Source: an optimization exercise on an open RTL-to-GDS flow (aim: small area, a short achievable clock period and few clock cycles per item). Production flows keep margins and buffers that such runs may drop.
Only simulation tests tie the RTL to the original design; equivalence was not proved.
Power figures rest on the tool's default switching activity, not on a simulated workload.

--- design/flow/config.mk ---
export PLATFORM = sky130hd
export DESIGN_NAME = pci_target_top
export DESIGN_NICKNAME = pci_target_top
export VERILOG_FILES = /design/flow/design.v
export SDC_FILE = /design/flow/constraint.sdc
export NUM_CORES = 4
export LEC_CHECK = 0
export CAP_MARGIN = 20
export CORE_MARGIN = 2
export CORE_UTILIZATION = 40
export SLEW_MARGIN = 20
--- design/flow/constraint.sdc ---
create_clock -name core_clock -period 5.0 [get_ports {clk}]
set_input_delay 1.0000 -clock core_clock [delete_from_list [all_inputs] [get_ports {clk}]]
set_output_delay 1.0000 -clock core_clock [all_outputs]
set_load 0.01 [all_outputs]
--- design/flow/design.v ---
`default_nettype none
package pci_target_pkg;
	typedef logic [31:0] addr_t;                    
	typedef logic [31:0] data_t;                    
	typedef logic [3:0]  cbe_t;                     
	typedef logic [5:0]  word_idx_t;                
	localparam int    MEM_WORDS  = 64;              
	localparam addr_t MEM_BASE   = 32'h0000_1000;   
	localparam int    LINE_WORDS = 4;               
	localparam int    READ_WORDS = 2;               
	localparam cbe_t CMD_MEM_READ      = 4'b0110;   
	localparam cbe_t CMD_MEM_WRITE     = 4'b0111;   
	localparam cbe_t CMD_MEM_READ_MULT = 4'b1100;   
	localparam cbe_t CMD_MEM_READ_LINE = 4'b1110;   
	localparam logic [1:0] BURST_LINEAR = 2'b00;    
	localparam logic [1:0] BURST_WRAP   = 2'b10;    
	typedef enum logic [2:0]
	{
		st_idle,                                    
		st_decode,                                  
		st_turnaround,                              
		st_write,                                   
		st_read,                                    
		st_stop,                                    
		st_terminate                                
	} target_state_e;
	typedef struct packed
	{
		logic      we;                              
		logic [3:0] be;                             
		word_idx_t idx;                             
		data_t     wdata;                           
	} ram_req_t;
endpackage
`default_nettype wire
`timescale 1ns/1ps
`default_nettype none
module target_ram
(
	input  wire logic                      clk,
	input  wire pci_target_pkg::ram_req_t  req,
	output pci_target_pkg::data_t          rdata
);
	pci_target_pkg::data_t mem [pci_target_pkg::MEM_WORDS];   
	always_ff @(posedge clk)
	begin
		if (req.we)                                             
		begin
			for (int b = 0; b < $bits(req.be); b++)
			begin
				if (req.be[b])                                  
				begin
					mem[req.idx][b*8 +: 8] <= req.wdata[b*8 +: 8];
				end
			end
		end
	end
	assign rdata = mem[req.idx];                                
endmodule
`default_nettype wire
`timescale 1ns/1ps
`default_nettype none
module burst_addr_gen
(
	input  wire logic                      clk,
	input  wire logic                      rst,
	input  wire logic                      load,
	input  wire logic                      advance,
	input  wire pci_target_pkg::addr_t     start_addr,
	input  wire pci_target_pkg::cbe_t      cmd,
	output logic                           hit,
	output logic                           last_word,
	output logic                           budget_out,
	output pci_target_pkg::word_idx_t      idx
);
	pci_target_pkg::addr_t     offset;        
	logic                      in_window;     
	logic                      order_ok;      
	logic                      wrap_q;        
	logic [2:0]                budget_q;      
	logic [2:0]                budget_init;   
	pci_target_pkg::word_idx_t line_mask;     
	pci_target_pkg::word_idx_t idx_next;      
	assign offset    = start_addr - pci_target_pkg::MEM_BASE;
	assign in_window = offset < pci_target_pkg::addr_t'(pci_target_pkg::MEM_WORDS * 4);
	assign order_ok  = (start_addr[1:0] == pci_target_pkg::BURST_LINEAR) ||
	                   (start_addr[1:0] == pci_target_pkg::BURST_WRAP);
	always_comb
	begin
		case (cmd)
			pci_target_pkg::CMD_MEM_READ      : budget_init = 3'(pci_target_pkg::READ_WORDS);
			pci_target_pkg::CMD_MEM_READ_LINE : budget_init = 3'(pci_target_pkg::LINE_WORDS);
			default                           : budget_init = 3'd0;   
		endcase
	end
	assign line_mask = pci_target_pkg::word_idx_t'(pci_target_pkg::LINE_WORDS - 1);
	always_comb
	begin
		if (wrap_q)
			idx_next = (idx & ~line_mask) | ((idx + 1'b1) & line_mask);   
		else
			idx_next = idx + 1'b1;                                    
	end
	always_ff @(posedge clk)
	begin
		if (!rst)
		begin
			hit      <= 1'b0;
			wrap_q   <= 1'b0;
			idx      <= '0;
			budget_q <= 3'd0;
		end
		else if (load)                                            
		begin
			hit      <= in_window && order_ok;
			wrap_q   <= (start_addr[1:0] == pci_target_pkg::BURST_WRAP);
			idx      <= offset[2 +: $bits(idx)];
			budget_q <= budget_init;
		end
		else if (advance)                                         
		begin
			idx <= idx_next;
			if (budget_q > 3'd1)
				budget_q <= budget_q - 3'd1;                      
		end
	end
	assign last_word  = !wrap_q && (idx == pci_target_pkg::word_idx_t'(pci_target_pkg::MEM_WORDS - 1));
	assign budget_out = (budget_q == 3'd1);                       
endmodule
`default_nettype wire
`timescale 1ns/1ps
`default_nettype none
module target_fsm
(
	input  wire logic                       clk,
	input  wire logic                       rst,
	input  wire logic                       frame,
	input  wire logic                       irdy,
	input  wire pci_target_pkg::addr_t      ad_in,
	input  wire pci_target_pkg::cbe_t       cbe_in,
	input  wire logic                       hit,
	input  wire logic                       last_word,
	input  wire logic                       budget_out,
	input  wire pci_target_pkg::word_idx_t  idx,
	input  wire pci_target_pkg::data_t      rdata,
	output logic                            load,
	output logic                            advance,
	output pci_target_pkg::ram_req_t        ram_req,
	output logic                            devsel,
	output logic                            trdy,
	output logic                            stop,
	output pci_target_pkg::data_t           ad_out,
	output logic                            ad_oe
);
	pci_target_pkg::target_state_e state;        
	pci_target_pkg::target_state_e state_nxt;    
	pci_target_pkg::cbe_t          cmd_q;        
	logic                          rd_valid;     
	logic                          is_write;     
	logic                          is_read;      
	logic                          claim;        
	logic                          data_rdy;     
	logic                          phase_done;   
	logic                          final_word;   
	logic                          rd_fill;      
	assign is_write = (cmd_q == pci_target_pkg::CMD_MEM_WRITE);
	assign is_read  = (cmd_q == pci_target_pkg::CMD_MEM_READ)      ||
	                  (cmd_q == pci_target_pkg::CMD_MEM_READ_MULT) ||
	                  (cmd_q == pci_target_pkg::CMD_MEM_READ_LINE);
	assign claim    = hit && (is_write || is_read);       
	assign data_rdy   = (state == pci_target_pkg::st_write) ||
	                    ((state == pci_target_pkg::st_read) && rd_valid);
	assign phase_done = data_rdy && !irdy;
	assign final_word = last_word || budget_out;         
	assign rd_fill    = (state == pci_target_pkg::st_turnaround) ||
	                    ((state == pci_target_pkg::st_read) && !rd_valid);
	assign load    = (state == pci_target_pkg::st_idle) && !frame;   
	assign advance = phase_done;                                     
	always_comb
	begin
		ram_req.we    = phase_done && (state == pci_target_pkg::st_write);
		ram_req.be    = ~cbe_in;
		ram_req.idx   = idx;
		ram_req.wdata = pci_target_pkg::data_t'(ad_in);
	end
	always_comb
	begin
		state_nxt = state;                                        
		case (state)
			pci_target_pkg::st_idle :
				if (!frame)
					state_nxt = pci_target_pkg::st_decode;        
			pci_target_pkg::st_decode :
				if (claim)
					state_nxt = is_write ? pci_target_pkg::st_write
					                     : pci_target_pkg::st_turnaround;
				else if (frame)
					state_nxt = pci_target_pkg::st_idle;          
			pci_target_pkg::st_turnaround :
				state_nxt = pci_target_pkg::st_read;              
			pci_target_pkg::st_write,
			pci_target_pkg::st_read :
				if (phase_done)
				begin
					if (frame)
						state_nxt = pci_target_pkg::st_terminate;  
					else if (final_word)
						state_nxt = pci_target_pkg::st_stop;       
				end
			pci_target_pkg::st_stop :
				if (frame)
					state_nxt = pci_target_pkg::st_terminate;     
			pci_target_pkg::st_terminate :
				state_nxt = pci_target_pkg::st_idle;
			default :
				state_nxt = pci_target_pkg::st_idle;
		endcase
	end
	always_ff @(posedge clk)
	begin
		if (!rst)
		begin
			state    <= pci_target_pkg::st_idle;
			cmd_q    <= '0;                                       
			rd_valid <= 1'b0;
		end
		else
		begin
			state <= state_nxt;
			if (load)
				cmd_q <= cbe_in;                                  
			if (rd_fill)
				rd_valid <= 1'b1;
			else if (phase_done)
				rd_valid <= 1'b0;                                 
		end
	end
	always_ff @(posedge clk)
	begin
		if (rd_fill)
			ad_out <= rdata;
	end
	assign devsel = !((state == pci_target_pkg::st_turnaround) ||
	                  (state == pci_target_pkg::st_write)      ||
	                  (state == pci_target_pkg::st_read)       ||
	                  (state == pci_target_pkg::st_stop));
	assign trdy   = !data_rdy;
	assign stop   = !((state == pci_target_pkg::st_stop) || (data_rdy && final_word));
	assign ad_oe  = (state == pci_target_pkg::st_read);      
endmodule
`default_nettype wire
`timescale 1ns/1ps
`default_nettype none
module pci_target_top
(
	input  wire logic                   clk,
	input  wire logic                   rst,
	input  wire logic                   frame,
	input  wire logic                   irdy,
	input  wire pci_target_pkg::addr_t  ad_in,
	input  wire pci_target_pkg::cbe_t   cbe_in,
	output logic                        devsel,
	output logic                        trdy,
	output logic                        stop,
	output pci_target_pkg::data_t       ad_out,
	output logic                        ad_oe
);
	logic                      load;         
	logic                      advance;      
	logic                      hit;          
	logic                      last_word;    
	logic                      budget_out;   
	pci_target_pkg::word_idx_t idx;          
	pci_target_pkg::data_t     rdata;        
	pci_target_pkg::ram_req_t  ram_req;      
	target_fsm u_fsm
	(
		.clk        (clk),
		.rst        (rst),
		.frame      (frame),
		.irdy       (irdy),
		.ad_in      (ad_in),
		.cbe_in     (cbe_in),
		.hit        (hit),
		.last_word  (last_word),
		.budget_out (budget_out),
		.idx        (idx),
		.rdata      (rdata),
		.load       (load),
		.advance    (advance),
		.ram_req    (ram_req),
		.devsel     (devsel),
		.trdy       (trdy),
		.stop       (stop),
		.ad_out     (ad_out),
		.ad_oe      (ad_oe)
	);
	burst_addr_gen u_addr
	(
		.clk        (clk),
		.rst        (rst),
		.load       (load),
		.advance    (advance),
		.start_addr (ad_in),
		.cmd        (cbe_in),
		.hit        (hit),
		.last_word  (last_word),
		.budget_out (budget_out),
		.idx        (idx)
	);
	target_ram u_ram
	(
		.clk   (clk),
		.req   (ram_req),
		.rdata (rdata)
	);
endmodule
`default_nettype wire
--- design/flow/run.sh ---
#!/bin/bash
# synth_recipe.tcl (not shown) runs the flow's synth.tcl, then flattens the netlist and writes it again
# the make line also repeats each setting of config.mk as NAME=value (left out here)
make -C /OpenROAD-flow-scripts/flow DESIGN_CONFIG=/design/flow/config.mk WORK_HOME=/design/flow/orfs CLKGATE_MAP_FILE= SYNTH_SCRIPT=/design/flow/synth_recipe.tcl finish
==> reports/results.ini <==
[route]
drc = 0
wl_mm = 278.6
ant_nets = 0
vias_per_cell = 6.278
wire_per_inst_um = 36.29
drtIter0Drc = 7915
num_vias = 48210
firstDrtPassIters = 8

[sta]
hold_violations = 0
fin_crit_sh = 0.8951
max_freq_mhz = 223.4
setup_ws_ns = 0.5243
setup-tns-final_ns = 0
worst_pin_slew_ns = 1.246
rsz0062_at_grt = false
fin_worst_skew_ns = 0.02707
finalSetupViolCount = 0
min_period_ns = 4.476
drv_slew = 0
slew_headroom = 0.1692
hold_ws_ns = 0.4726

[cells_and_area]
final_cells = 7679
fill_cells = 17310
drive_above_1_share = 0.2091
utilization = 0.4606
nets = 4854
final_cell_area_um2 = 93950
syn_to_final_growth_pct = 14.80

[critical_path]
path_class = reg2out
cp_max_fo = 37
critPathArrivalTime_ns = 3.48
end_kind = output pin
crit_path_start_kind = flip-flop
cp_data_required_time_ns = 4.00

[cts]
clk_path_buf_depth = 3
clk_pin_slew_worst_paths_ns = 0.06
cts_made_buffers = 210
cts_hold_buffers = 0
clk-insertion-delay-late_ns = 0.86
h-tree-depth = 4
numClockSinks = 2099
postCtsSetupBuffers = 0
cts_tree = done
cts_root_buf = clkbuf_16
cts_resized = 0

[logic_synthesis]
syn_inst = 4477
synth-edff-count = 2080
yosysUniqueCellTypes = 71
synth_xor_area_frac = 0.0001070
yosysTopAreaCell = edfxtp_1
synth_mux_area_frac = 0.1035
synthSimpleGateAreaFrac = 0.03723
synth_commonest_cells = edfxtp_1 (2,080), nor2_1 (383), mux4_2 (230)
yosys_most_used_dff = edfxtp_1
asyncSetResetFlopFracSynth = 0
seq_area_frac_synth = 0.7679
synth_top_family_by_area = multiplexers
synthesis.nets = 4521
netlist_area_um2 = 81830
synth_area_leaders = edfxtp_1 (76%), mux4_2 (6.3%), mux2i_1 (2.7%)
synth_compound_area_frac = 0.06973
avgSynthCellArea_um2 = 18.28
synth_adder_area_share = 0.0006116
synth-seq-cells = 2099
synth_top_area_share = 0.7632
ys_warn_count = 3
synth_most_common_cell = edfxtp_1

[die]
rows = 166
fp.dieArea_um2 = 208200
die_h_um = 456.3
ios = 76
fp.dieW_um = 456.3
core_um2 = 204000
start_util = 0.4012

[pwr]
p_total_mw = 38.42
pwr-share-seq = 0.505
p_switching_mw = 9.186
p_per_area_nw_per_um2 = 409.0
p_int_mw = 29.24
p_clk_frac = 0.405
power_leakage_nw = 28.97
peakVddDrop_mv = 0.3700
p_sw_frac = 0.2391
p_comb_frac = 0.090

[global_route]
grt_pass1_vias = 46140
track_usage = 0.2627
grt_max_degree = 111
grt-ovfl-total = 0
antenna_found_initial = 21
grt_pass1_wl_mm = 381.4

[run]
max-cap-violations = 0

[placement]
dpl.hpwl_mm = 176.1
gp_congestion = 0.9318
place_inst = 7286
dp_slack_ns = 1.151
port_buffers = 75
postPlaceCellArea_um2 = 87240

[status]
outcome = timing/DRC/antenna clean

[hold_path]
hold_class = reg2reg

[layer usage]
layer	part of all wire	up-vias	wire (um)	global-route usage
li1	-	18950	-	-
met1	0.38	24950	105300	0.3590
met2	0.44	3631	121600	0.3835
met3	0.12	653	34580	0.07230
met4	0.060	22	16760	0.1369
met5	0.0015	-	431	0.01056
[cell usage in the layout, fill, tap and decap left out, types with 19 or more instances in the layout]
cell type and instances:
buf_4 317, a21oi_1 148, a31oi_1 36, clkinv_2 35, o21ai_0 102, mux2_2 94, o22ai_1 80, buf_12 28
a22oi_1 130, buf_2 32, a22o_1 33, clkbuf_16 212, clkinv_1 41, nor2_1 373, bufinv_16 19, nand2_1 170
clkdlybuf4s50_1 43, mux2i_1 219, nand3_1 29, a221oi_1 133, clkbuf_1 57, a221o_1 36, mux4_2 230, edfxtp_1 2080
[area by class of cell]
type / count / area [um^2] / area share
inverters: 13 / 56.30 / 0.0005993
repair buffers: 420 / 3531 / 0.03758
well taps: 2688 / 3363 / 0.03580
clock inverters: 114 / 1130 / 0.01203
flip-flops and latches: 2099 / 62850 / 0.6690
clock buffers: 272 / 5560 / 0.05919
multi-input cells: 2066 / 17440 / 0.1856
diodes: 7 / 17.52 / 0.0001865
[power groups by stage]
stage,logic [mW],clock network [mW],registers [mW]
4_1_cts,3.39,15.7,19.4
3_5_place_dp,3.38,0,19.8
5_1_grt,3.53,16.3,19.4
3_3_place_gp,3.36,0,19.8
2_1_floorplan,1.76,0,19.7
6_report,3.47,15.5,19.4
[cell families after synthesis]
family | after synthesis
buf+inv | 312
compound gates | 807
fa+ha+maj | 4
simple gates | 708
xor+xnor | 1
mux | 546
flops | 2099
[critical path, stage by stage (launching register included)]
cell and delay, ns:
dfxtp_4 0.69, buf_12 0.35, ha_1 0.23, and3b_1 0.36, a21oi_1 0.17, o21ai_0 0.21
a21oi_1 0.11, clkdlybuf4s50_1 0.49
[flip-flops by register name, indices dropped and copies added (netlist names)]
| register | cells |
|---|---|
| u_fsm.ad_out | 32 |
| u_addr.budget_q | 3 |
| u_ram.mem | 2048 |
| u_fsm.state | 3 |
| u_addr.wrap_q | 1 |
| u_fsm.rd_valid | 1 |
| u_fsm.cmd_q | 4 |
| u_addr.idx | 6 |
| u_addr.hit | 1 |
[worst paths after layout]
check	start	endpoint	slack, ns	depth (start not counted)
setup reg to reg	u_addr.idx[5]$_SDFFE_PN0P_	u_ram.mem[48][10]$_DFFE_PP_	0.93	4
hold / removal	u_fsm.cmd_q[1]$_SDFFE_PN0P_	u_fsm.cmd_q[1]$_SDFFE_PN0P_	0.47	2
setup / recovery	u_addr.idx[1]$_SDFFE_PN0P_	stop	0.52	7
hold reg to reg	u_fsm.cmd_q[1]$_SDFFE_PN0P_	u_fsm.cmd_q[1]$_SDFFE_PN0P_	0.47	2
Testbench counts, summed over its fixed seeds: cycles 48,703, words 23,255.

==> static timing again, ports no longer ideal <==
In the flow no input, the clock included, has a driving cell. The finished layout below was timed again as built, in two steps. Step 1 assumes that a clkbuf_16 drives the clock port and a buf_2 every other input. Step 2 times the ports against the registers' clock, not the clock port: input delays grow and output delays shrink by t, the midpoint of the rising clock arrivals with the driver on. Slacks: ideal ports / drivers / drivers and shift; pairs: ideal ports / drivers.
shift t [ns]: 0.930
slack for setup (ns): 0.524 / 0.440 / 0.927
worst register clock-pin slew, ns: 0.07 / 0.07
After both steps setup and hold are still met in this run. For this run, drivers alone change the setup slack by -0.084 ns; drivers and shift together by +0.403 ns.
